Source: an optimization exercise on an open RTL-to-GDS flow (aim: small area). Production flows keep margins and buffers that such runs may drop.
RTL that was checked went through simulation tests only; none was proved equivalent to the original.
No activity file was given, so power comes from the tool's default toggle rates.

==> flow/design.v <==
`default_nettype none
package mips_pkg;
   localparam logic [5:0] OP_RTYPE = 6'b000000;
   localparam logic [5:0] OP_J     = 6'b000010;
   localparam logic [5:0] OP_BEQ   = 6'b000100;
   localparam logic [5:0] OP_BNE   = 6'b000101;
   localparam logic [5:0] OP_ADDI  = 6'b001000;
   localparam logic [5:0] OP_ORI   = 6'b001101;
   localparam logic [5:0] OP_LW    = 6'b100011;
   localparam logic [5:0] OP_SW    = 6'b101011;
   localparam logic [5:0] OP_HALT  = 6'b111111;
   localparam logic [5:0] F_SUB = 6'b100010;
   localparam logic [5:0] F_AND = 6'b100100;
   localparam logic [5:0] F_OR  = 6'b100101;
   localparam logic [5:0] F_XOR = 6'b100110;
   localparam logic [5:0] F_NOR = 6'b100111;
   localparam logic [5:0] F_SLT = 6'b101010;
endpackage
`default_nettype wire
`default_nettype none
module mips_regfile (
   input  logic       clk,
   input  logic       we,
   input  logic [4:0] ra,
   input  logic [4:0] wa,
   input  logic [7:0] wd,
   output logic [7:0] rd
);
   logic [31:0][31:0] regs;
   assign regs[0] = '0;
   genvar i;
   generate
      for (i = 1; i < 32; i++) begin : g_reg
         always_ff @(posedge clk)
            regs[i] <= {(we && wa == i) ? wd : regs[i][7:0], regs[i][31:8]};
      end
   endgenerate
   assign rd = regs[ra][7:0];
endmodule
`default_nettype wire
`default_nettype none
module mips_alu (
   input  logic [2:0] fn,      
   input  logic       sub,
   input  logic       cin,
   input  logic [7:0] a,
   input  logic [7:0] b,
   output logic [7:0] y,
   output logic [7:0] sum,
   output logic       cout
);
   assign {cout, sum} = {1'b0, a} + {1'b0, b ^ {8{sub}}} + {8'd0, cin};
   always_comb
   begin
      case (fn)
         3'd1:    y = a & b;
         3'd2:    y = a | b;
         3'd3:    y = a ^ b;
         3'd4:    y = ~(a | b);
         default: y = sum;
      endcase
   end
endmodule
`default_nettype wire
`default_nettype none
import mips_pkg::*;
module mips_core
(
   input  logic                    clk,
   input  logic                    reset,
   input  logic [32-1:0]  mem_data,
   output logic                    mem_read,
   output logic                    mem_write,
   output logic [32-1:0]  adr,
   output logic [32-1:0]  write_data,
   output logic                    halted
);
   localparam logic [2:0] S_A    = 3'd0;   
   localparam logic [2:0] S_B    = 3'd1;   
   localparam logic [2:0] S_LW   = 3'd2;   
   localparam logic [2:0] S_WT   = 3'd3;   
   localparam logic [2:0] S_SW   = 3'd4;   
   localparam logic [2:0] S_HALT = 3'd5;
   logic [2:0]  st;
   logic [1:0]  ph;
   logic [5:0]  pc;
   logic [5:0]  ea;
   logic [4:0]  rl;      
   logic        pend;    
   logic        cq;
   logic        eqq;
   logic        ltq;
   logic [31:0] t;
   logic [23:0] asr;
   logic [5:0]  op;
   logic [4:0]  rs, rt, rd;
   logic [5:0]  funct;
   logic [15:0] imm;
   assign op    = mem_data[31:26];
   assign rs    = mem_data[25:21];
   assign rt    = mem_data[20:16];
   assign rd    = mem_data[15:11];
   assign funct = mem_data[5:0];
   assign imm   = mem_data[15:0];
   logic is_r, is_addi, is_ori, is_lw, is_sw, is_beq, is_bne, is_j, is_halt, is_slt;
   assign is_r    = (op == OP_RTYPE);
   assign is_addi = (op == OP_ADDI);
   assign is_ori  = (op == OP_ORI);
   assign is_lw   = (op == OP_LW);
   assign is_sw   = (op == OP_SW);
   assign is_beq  = (op == OP_BEQ);
   assign is_bne  = (op == OP_BNE);
   assign is_j    = (op == OP_J);
   assign is_halt = (op == OP_HALT);
   assign is_slt  = is_r && (funct == F_SLT);
   logic two_rot;
   assign two_rot = is_r || is_addi || is_ori || is_beq || is_bne || is_sw;
   logic       we;
   logic [4:0] ra, wa;
   logic [7:0] wd;
   logic [7:0] rdat, p;
   logic       fwd;
   assign ra = (st == S_A) ? rs : (st == S_SW) ? rl : rt;
   mips_regfile rf (
      .clk (clk),
      .we  (we),
      .ra  (ra),
      .wa  (wa),
      .wd  (wd),
      .rd  (rdat)
   );
   assign fwd = pend && (st == S_A) && (ph == 2'd0) && (ra == rl);
   assign p   = fwd ? {7'd0, ltq} : rdat;
   logic [7:0] immc;
   logic [7:0] a, b;
   logic [2:0] fn;
   logic       sub;
   logic       cin;
   logic [7:0] y, sum;
   logic       cout;
   always_comb
   begin
      case (ph)
         2'd0:    immc = imm[7:0];
         2'd1:    immc = imm[15:8];
         default: immc = 8'd0;
      endcase
   end
   assign a   = {t[7:6], (st == S_A) ? p[5:0] : t[5:0]};
   assign b   = (st == S_SW) ? 8'd0 : (is_r || is_beq || is_bne) ? p : immc;
   assign sub = (st == S_B) && ((is_r && (funct == F_SUB || funct == F_SLT)) || is_beq || is_bne);
   assign cin = (ph == 2'd0) ? sub : cq;
   always_comb
   begin
      fn = 3'd0;
      if (st == S_B)
      begin
         if (is_ori)
            fn = 3'd2;
         else if (is_r)
            case (funct)
               F_AND:   fn = 3'd1;
               F_OR:    fn = 3'd2;
               F_XOR:   fn = 3'd3;
               F_NOR:   fn = 3'd4;
               default: fn = 3'd0;
            endcase
      end
   end
   mips_alu alu (
      .fn   (fn),
      .sub  (sub),
      .cin  (cin),
      .a    (a),
      .b    (b),
      .y    (y),
      .sum  (sum),
      .cout (cout)
   );
   logic eq_all, taken, lt;
   assign eq_all = eqq && (t[7:0] == p);
   assign taken  = (is_beq && eq_all) || (is_bne && !eq_all);
   assign lt     = (t[7] ^ p[7]) ? t[7] : sum[7];
   always_comb
   begin
      we = 1'b0;
      wa = rl;
      wd = {7'd0, ltq};
      case (st)
         S_A: we = pend && (ph == 2'd0);
         S_B:
         begin
            we = is_r || is_addi || is_ori;
            wa = is_r ? rd : rt;
            wd = is_slt ? 8'd0 : y;
         end
         S_LW:
         begin
            we = 1'b1;
            case (ph)
               2'd0:    wd = mem_data[7:0];
               2'd1:    wd = mem_data[15:8];
               2'd2:    wd = mem_data[23:16];
               default: wd = mem_data[31:24];
            endcase
         end
         default: ;
      endcase
   end
   always_ff @(posedge clk)
   begin
      if (reset)
      begin
         st   <= S_A;
         ph   <= 2'd0;
         pc   <= 6'd0;
         pend <= 1'b0;
      end
      else
      begin
         ph <= ph + 2'd1;
         case (st)
            S_A:
            begin
               if (ph == 2'd0)
                  pend <= 1'b0;
               if (is_halt)
                  st <= S_HALT;
               else if (is_lw)
                  st <= S_LW;
               else if (ph == 2'd3)
               begin
                  if (two_rot)
                     st <= S_B;
                  else if (is_j)
                     pc <= mem_data[5:0];
                  else
                     pc <= pc + 6'd1;
               end
            end
            S_B:
            begin
               if (ph == 2'd2 && is_sw)
                  st <= S_SW;
               else if (ph == 2'd3)
               begin
                  st <= S_A;
                  pc <= taken ? imm[5:0] : pc + 6'd1;
                  if (is_slt)
                     pend <= (rd != 5'd0);
               end
            end
            S_LW:
               if (ph == 2'd0)
                  st <= S_WT;
            S_WT, S_SW:
               if (ph == 2'd3)
               begin
                  st <= S_A;
                  pc <= pc + 6'd1;
               end
            default: ;
         endcase
      end
   end
   always_ff @(posedge clk)
   begin
      cq  <= cout;
      eqq <= ((ph == 2'd0) || eqq) && (t[7:0] == p);
      if (ph == 2'd3)
         ltq <= lt;
      if (st == S_A && ph == 2'd0)
      begin
         ea <= y[5:0];
         rl <= rt;
      end
      else if (st == S_B && ph == 2'd3 && is_slt)
         rl <= rd;
      t   <= {p, t[31:8]};
      asr <= {y, asr[23:8]};
   end
   assign mem_write  = (st == S_SW);
   assign mem_read   = (st == S_A) || (st == S_B) || (st == S_LW) || (st == S_WT);
   assign halted     = (st == S_HALT);
   assign write_data = {p, t[31:8]};
   assign adr[31:6]  = {y, asr[23:6]};
   assign adr[5:0]   = (st == S_LW) ? ea : (st == S_SW) ? asr[5:0] : pc;
endmodule
`default_nettype wire
export LEC_CHECK = 0
export CAP_MARGIN = 20
export CORE_MARGIN = 2
export CORE_UTILIZATION = 60
export SLEW_MARGIN = 20
create_clock -name core_clock -period 10.5 [get_ports {clk}]
standard.sh (not shown) runs the stock make flow with config.mk's settings and CLKGATE_MAP_FILE= SYNTH_SCRIPT=/design/flow/synth_recipe.tcl, a recipe that flattens the netlist after the stock synthesis.
==> flow/flow/run.sh <==
#!/bin/bash
# Own layout flow:
#  1. the standard synthesis, unchanged (bash standard.sh synth)
#  2. the combinational cells of that netlist are mapped again by ABC with an
#     area script (flow/s.abc); every register keeps its instance name and cell
#  3. the standard layout from that netlist, with port buffers of the
#     smallest buffer and a clock tree without dummy loads
set -euo pipefail
W=$PWD
R=$W/orfs/results/sky130hd/mips_core/base
LIB=$FLOW_HOME/platforms/sky130hd/lib/sky130_fd_sc_hd__tt_025C_1v80.lib
YOSYS=$FLOW_HOME/../tools/install/yosys/bin/yosys
[ -x "$YOSYS" ] || YOSYS=yosys

bash standard.sh synth > 1_standard_synth.log 2>&1

DU=$(sed -n '/DONT_USE_CELLS/,/^$/p' $FLOW_HOME/platforms/sky130hd/config.mk | grep -o 'sky130_fd_sc_hd__[a-z0-9_]*' | sed 's/^/-dont_use /' | tr '\n' ' ')
{
  echo "read_liberty -ignore_miss_func $LIB"
  echo "read_verilog $R/1_2_yosys.v"
  echo "hierarchy -top $FLOW_TOP"
  for c in $(grep -o 'sky130_fd_sc_hd__[a-z0-9_]*' $R/1_2_yosys.v | sort -u | grep -E '__(df|dl|edf|sdf|sedf)'); do echo "blackbox $c"; done
  echo "flatten"
  echo "opt_clean"
  echo "abc -liberty $LIB $DU -script $W/flow/s.abc"
  echo "opt_clean"
  echo "stat -liberty $LIB"
  echo "write_verilog -noattr $W/resyn.v"
} > resyn.ys
$YOSYS -l 2_resyn.log -q resyn.ys > /dev/null 2>&1
# the registers must be the same as the standard synthesis's
a=$(grep -oE 'sky130_fd_sc_hd__(df|dl|edf|sdf|sedf)[a-z0-9_]* +[^ ]+' $R/1_2_yosys.v | sort | md5sum)
b=$(grep -oE 'sky130_fd_sc_hd__(df|dl|edf|sdf|sedf)[a-z0-9_]* +[^ ]+' resyn.v | sort | md5sum)
[ "$a" = "$b" ] || { echo "register mismatch after resynthesis" >&2; exit 1; }

# lay out the resynthesized netlist: drop the standard synthesis results so make rebuilds them from it
mkdir -p $W/std_synth && cp $R/1_2_yosys.v $W/std_synth/
rm -f $R/1_*
export SYNTH_NETLIST_FILES=$W/resyn.v
export BUFFER_PORTS_ARGS="-buffer_cell sky130_fd_sc_hd__buf_1"
export CTS_ARGS="-sink_clustering_enable -repair_clock_nets -dont_use_dummy_load -buf_list sky130_fd_sc_hd__clkbuf_16 -sink_clustering_size 30 -sink_clustering_max_diameter 70"
bash standard.sh finish > 3_standard_layout.log 2>&1
==> flow/flow/s.abc <==
strash
&get -n
&fraig -x
&put
scorr
dc2
dc2
strash
&get -n
&dc2
&dch -f
&nf -a -R 1000
&put
The first run passed the timing, design-rule and antenna checks.
Next try:
--- a/flow/design.v
+++ b/flow/design.v
@@ -18,26 +18,38 @@
 endpackage
 `default_nettype wire
 `default_nettype none
 module mips_regfile (
    input  logic       clk,
+   input  logic       rpar,
    input  logic       we,
    input  logic [4:0] ra,
    input  logic [4:0] wa,
    input  logic [7:0] wd,
    output logic [7:0] rd
 );
    logic [31:0][31:0] regs;
+   logic [31:1]       rsel, wsel;
+   logic [7:0]        wdx, rdx;
    assign regs[0] = '0;
+   assign wdx     = wd ^ {8{rpar}};
    genvar i;
    generate
       for (i = 1; i < 32; i++) begin : g_reg
+         assign rsel[i] = (ra == i);
+         assign wsel[i] = we && (wa == i);
          always_ff @(posedge clk)
-            regs[i] <= {(we && wa == i) ? wd : regs[i][7:0], regs[i][31:8]};
+            regs[i] <= {~(wsel[i] ? wdx : regs[i][7:0]), regs[i][31:8]};
       end
    endgenerate
-   assign rd = regs[ra][7:0];
+   always_comb
+   begin
+      rdx = '0;
+      for (int k = 1; k < 32; k++)
+         rdx = rdx | ({8{rsel[k]}} & regs[k][7:0]);
+   end
+   assign rd = (ra == 5'd0) ? 8'd0 : rdx ^ {8{rpar}};
 endmodule
 `default_nettype wire
 `default_nettype none
 module mips_alu (
    input  logic [2:0] fn,      
@@ -86,10 +98,11 @@
    logic [5:0]  pc;
    logic [5:0]  ea;
    logic [4:0]  rl;      
    logic        pend;    
    logic        cq;
+   logic        rpar;    
    logic        eqq;
    logic        ltq;
    logic [31:0] t;
    logic [23:0] asr;
    logic [5:0]  op;
@@ -120,11 +133,12 @@
    logic [7:0] wd;
    logic [7:0] rdat, p;
    logic       fwd;
    assign ra = (st == S_A) ? rs : (st == S_SW) ? rl : rt;
    mips_regfile rf (
-      .clk (clk),
+      .clk  (clk),
+      .rpar (rpar),
       .we  (we),
       .ra  (ra),
       .wa  (wa),
       .wd  (wd),
       .rd  (rdat)
@@ -213,14 +227,17 @@
       begin
          st   <= S_A;
          ph   <= 2'd0;
          pc   <= 6'd0;
          pend <= 1'b0;
+         rpar <= 1'b0;
       end
       else
       begin
          ph <= ph + 2'd1;
+         if (ph == 2'd3)
+            rpar <= !rpar;
          case (st)
             S_A:
             begin
                if (ph == 2'd0)
                   pend <= 1'b0;
=> Cell area increases by a few percent. Final cell count increases by a few percent. Utilization increases by 1.6 points. Clock skew increases by 0.016 ns. Routed wire length increases by about a fifth. Via count increases by a little under a tenth. Area after synthesis increases slightly. Power increases by a quarter to a third. Worst hold slack gets worse by 0.034 ns. Non-clock buffer count increases by 44. Register-to-register slack gets better by 0.04 ns. Setup slack gets worse by 0.11 ns.
Function not checked in the second run of this note: the RTL went through the layout flow alone.

## port drivers added, routing unchanged
No port has a modelled driver above. Below, the same layouts with a new extraction and two added sets of constraints.
Step 1: set_driving_cell puts a clkbuf_16 on clk and a buf_2 on each other input, an assumption about the parent block.
Step 2, shift: input delay + t, output delay - t, t = (earliest + latest rising clock arrival at the registers) / 2. This alone moves slack from input paths to output paths.
Slacks: ideal / step 1 / step 2; pairs: ideal / step 1.
| run | t (ns) | setup slack, ns | pins driven straight from the clock port |
|---|---|---|---|
| the first run | 0.644 | 0.530 / 0.477 / 0.477 | 1 |
| the second run | 0.639 | 0.416 / 0.367 / 0.367 | 1 |
After both steps setup and hold are still met in every run listed. For the first run, which loses most, drivers alone change the setup slack by -0.053 ns; drivers and shift together by -0.053 ns.
